Context: an optimization exercise on an open-source flow, tuned for small area, a short achievable clock period and few clock cycles. The choices shown serve that exercise and are no tape-out recipe. Only simulation tests tie the RTL to the original design; equivalence was not proved. No activity file was given, so power comes from the tool's default toggle rates.

## segmax_stream
module segmax_stream
#(
   parameter int DATA_W = segmax_pkg::DATA_W_DEF,
   parameter int LANES  = 8,
   parameter int CNT_W  = 16
) (
   input  logic                    clk,
   input  logic                    rst,
   input  logic [1:0]              seg_mode,
   input  logic                    in_valid,
   output logic                    in_ready,
   input  logic [LANES*DATA_W-1:0] in_data,
   input  logic                    in_last,
   output logic                    out_valid,
   input  logic                    out_ready,
   output logic [LANES*DATA_W-1:0] out_max,
   output logic [CNT_W-1:0]        out_beats
);
Settings: LEC_CHECK=0, ABC_AREA=1, CAP_MARGIN=20, CORE_MARGIN=2, CORE_UTILIZATION=40, SETUP_SLACK_MARGIN=5, SLEW_MARGIN=20, TNS_END_PERCENT=5; clock period 10.0 ns.
standard.sh (not shown) runs the stock make flow with config.mk's settings and CLKGATE_MAP_FILE= SYNTH_SCRIPT=/design/flow/synth_recipe.tcl, a recipe that flattens the netlist after the stock synthesis.
==> flow/flow/run.sh <==
#!/bin/bash
# The standard layout, with plain buffers on the ports instead of delay cells,
# and timing repair aiming a little further below the clock period.
# make's full output goes to standard.log; each ORFS step logs under orfs/logs.
export BUFFER_PORTS_ARGS="-buffer_cell sky130_fd_sc_hd__buf_1"
bash standard.sh SETUP_SLACK_MARGIN=6.5 finish > standard.log 2>&1
Testbench counts at the start, summed over its fixed seeds: cycles 22,349.
Rerun with:
--- a/flow/flow/run.sh
+++ b/flow/flow/run.sh
@@ -4,3 +4,3 @@
 # make's full output goes to standard.log; each ORFS step logs under orfs/logs.
 export BUFFER_PORTS_ARGS="-buffer_cell sky130_fd_sc_hd__buf_1"
-bash standard.sh SETUP_SLACK_MARGIN=6.5 finish > standard.log 2>&1
+bash standard.sh SETUP_SLACK_MARGIN=7.5 finish > standard.log 2>&1
- TNS_END_PERCENT: 5 -> unset
The new run completed without violations.
Non-clock buffer count came out higher by 429.
Setup slack improves by 0.20 ns.
Core utilization came out higher by 16 points.
Routed wire length came out higher by 32%.
Synthesized area does not change.
Sequential share of layout area came out lower by 8.2 points.
Clock skew hardly moves.
Hold slack improves by 0.015 ns.
Final area came out higher by 35%.
First-iteration DRC count came out higher by 44%.
Synthesized cell count is unchanged.
Rerun with:
--- a/flow/flow/run.sh
+++ b/flow/flow/run.sh
@@ -4,3 +4,3 @@
 # make's full output goes to standard.log; each ORFS step logs under orfs/logs.
 export BUFFER_PORTS_ARGS="-buffer_cell sky130_fd_sc_hd__buf_1"
-bash standard.sh SETUP_SLACK_MARGIN=7.5 finish > standard.log 2>&1
+bash standard.sh SETUP_SLACK_MARGIN=6.3 finish > standard.log 2>&1
The new run ran to the end with no violations.
Worst setup slack gets worse by 0.22 ns.
Total power falls by 19%.
Die area stays the same.
Final cell count falls by 9.1%.
Worst hold slack gets better by 0.0079 ns.

---

Setup of rev 12:
Starting RTL as in the previous note.
export LEC_CHECK = 0
export ABC_AREA = 1
export CAP_MARGIN = 20
export CORE_MARGIN = 2
export CORE_UTILIZATION = 40
export SETUP_SLACK_MARGIN = 5
export SLEW_MARGIN = 20
export TNS_END_PERCENT = 5
create_clock -name core_clock -period 10.0 [get_ports {clk}]
==> flow/flow/run.sh <==
#!/bin/bash
# The standard layout, with plain buffers on the ports instead of delay cells,
# and timing repair aiming a little further below the clock period.
# make's full output goes to standard.log; each ORFS step logs under orfs/logs.
export BUFFER_PORTS_ARGS="-buffer_cell sky130_fd_sc_hd__buf_1"
bash standard.sh SETUP_SLACK_MARGIN=7.0 finish > standard.log 2>&1
Testbench counts of rev 12, summed over its fixed seeds: cycles 22,349.
Relative to rev 12, the following input files were edited for rev 13:
- TNS_END_PERCENT no longer set, was 5
diff --git a/flow/flow/run.sh b/flow/flow/run.sh
--- a/flow/flow/run.sh
+++ b/flow/flow/run.sh
@@ -4,3 +4,3 @@
 # make's full output goes to standard.log; each ORFS step logs under orfs/logs.
 export BUFFER_PORTS_ARGS="-buffer_cell sky130_fd_sc_hd__buf_1"
-bash standard.sh SETUP_SLACK_MARGIN=7.0 finish > standard.log 2>&1
+bash standard.sh SETUP_SLACK_MARGIN=6.0 finish > standard.log 2>&1
## What came out
- Rev 13 ended with less growth of design area from synthesis to finish than rev 12.
- Rev 12 → rev 13: worst setup slack went down; multi-input combinational cell count went down; global placement routability congestion went down.

---

segmax_stream again, from the RTL that the note above started with.
==> flow/config.mk <==
export PLATFORM = sky130hd
export DESIGN_NAME = segmax_stream
export DESIGN_NICKNAME = segmax_stream
export VERILOG_FILES = /design/flow/design.v
export SDC_FILE = /design/flow/constraint.sdc
export NUM_CORES = 4
export LEC_CHECK = 0
export ABC_AREA = 1
export CAP_MARGIN = 20
export CORE_MARGIN = 2
export CORE_UTILIZATION = 40
export SETUP_SLACK_MARGIN = 5
export SLEW_MARGIN = 20
==> flow/constraint.sdc <==
create_clock -name core_clock -period 10.0 [get_ports {clk}]
set_input_delay 2.0000 -clock core_clock [delete_from_list [all_inputs] [get_ports {clk}]]
set_output_delay 2.0000 -clock core_clock [all_outputs]
set_load 0.01 [all_outputs]
run.sh (not shown) runs the stock make flow with config.mk's settings and CLKGATE_MAP_FILE= SYNTH_SCRIPT=/design/flow/synth_recipe.tcl, a recipe that flattens the netlist after the stock synthesis.
Stock flow here: none of the scripts above is used.
Testbench counts at the start, summed over its fixed seeds: cycles 22,349.
Rerun with:
==> flow/flow/run.sh (new file) <==
#!/bin/bash
# The standard layout, with plain buffers on the ports instead of delay cells,
# and timing repair aiming a little further below the clock period.
# make's full output goes to standard.log; each ORFS step logs under orfs/logs.
export BUFFER_PORTS_ARGS="-buffer_cell sky130_fd_sc_hd__buf_1"
bash standard.sh SETUP_SLACK_MARGIN=6.5 finish > standard.log 2>&1
==> flow/standard.sh (new file) <==
#!/bin/bash
# synth_recipe.tcl (not shown) runs the flow's synth.tcl, then flattens the netlist and writes it again
# the make line also repeats each setting of config.mk as NAME=value (left out here)
make -C /OpenROAD-flow-scripts/flow DESIGN_CONFIG=/design/flow/config.mk WORK_HOME=/design/flow/orfs CLKGATE_MAP_FILE= SYNTH_SCRIPT=/design/flow/synth_recipe.tcl "${@:-finish}"
removed: flow/run.sh
Total power goes up slightly; first-iteration DRC count grows by a few percent; via count increases by a few percent; flip-flop and latch count does not change; non-clock buffer count increases by 35; core utilization came out lower by 2.5 points; critical path depth grows by 2; cell area drops by a few percent; global-route usage rises by 0.90 points; clock power increases by a few percent; synthesized cell count does not change.
Rerun with:
CORE_UTILIZATION = 55   (was 40)
What happened: The changed run produced a clean layout. Via count is higher by a few percent. Cell count decreases by a few percent. Wire length hardly moves. Sequential share of layout area rose by 0.34 points. Die area goes down by a quarter to a third. Utilization is higher by 17 points. Worst setup slack degrades by 150 ps. Design area drops slightly.

==> re-timing with driven ports <==
In the flow no input, the clock included, has a driving cell. The finished layouts below were timed again as built, in two steps. Step 1 sets driving cells, clkbuf_16 on the clock port and buf_2 on the other inputs (assumed; they add their load-dependent delay and slew). Step 2, shift: input delay + t, output delay - t, t = (earliest + latest rising clock arrival at the registers) / 2. This alone moves slack from input paths to output paths. Three values: no drivers, after step 1, after step 2; two values: the first two.
| run | shift t [ns] | setup slack, ns | worst setup path at the end | latest minus earliest clock arrival (ns) | worst slew at a driven data input, ns |
|---|---|---|---|---|---|
| the first run of note 1 | 0.593 | 6.398 / 6.412 / 5.819 | input to register | 0.031 / 0.031 | 0.12 |
| the second run of note 1 | 0.613 | 6.602 / 6.581 / 5.968 | input to register | 0.028 / 0.027 | 0.11 |
| the third run of note 1 | 0.591 | 6.386 / 6.388 / 5.797 | input to register | 0.013 / 0.013 | 0.11 |
| rev 12 | 0.597 | 6.534 / 6.513 / 5.916 | input to register | 0.018 / 0.018 | 0.11 |
| rev 13 | 0.604 | 6.027 / 6.051 / 5.447 | input to register | 0.016 / 0.016 | 0.12 |
| the first run of note 3 | 0.603 | 5.344 / 5.364 / 4.761 | input to register | 0.028 / 0.028 | 0.11 |
| the second run of note 3 | 0.597 | 6.520 / 6.541 / 5.944 | input to register | 0.030 / 0.030 | 0.10 |
| the third run of note 3 | 0.597 | 6.370 / 6.370 / 5.922 | input to register | 0.028 / 0.029 | 0.11 |
After both steps setup and hold are still met in every run listed. For the second run of note 1, which loses most, drivers alone change the setup slack by -0.021 ns; drivers and shift together by -0.634 ns.
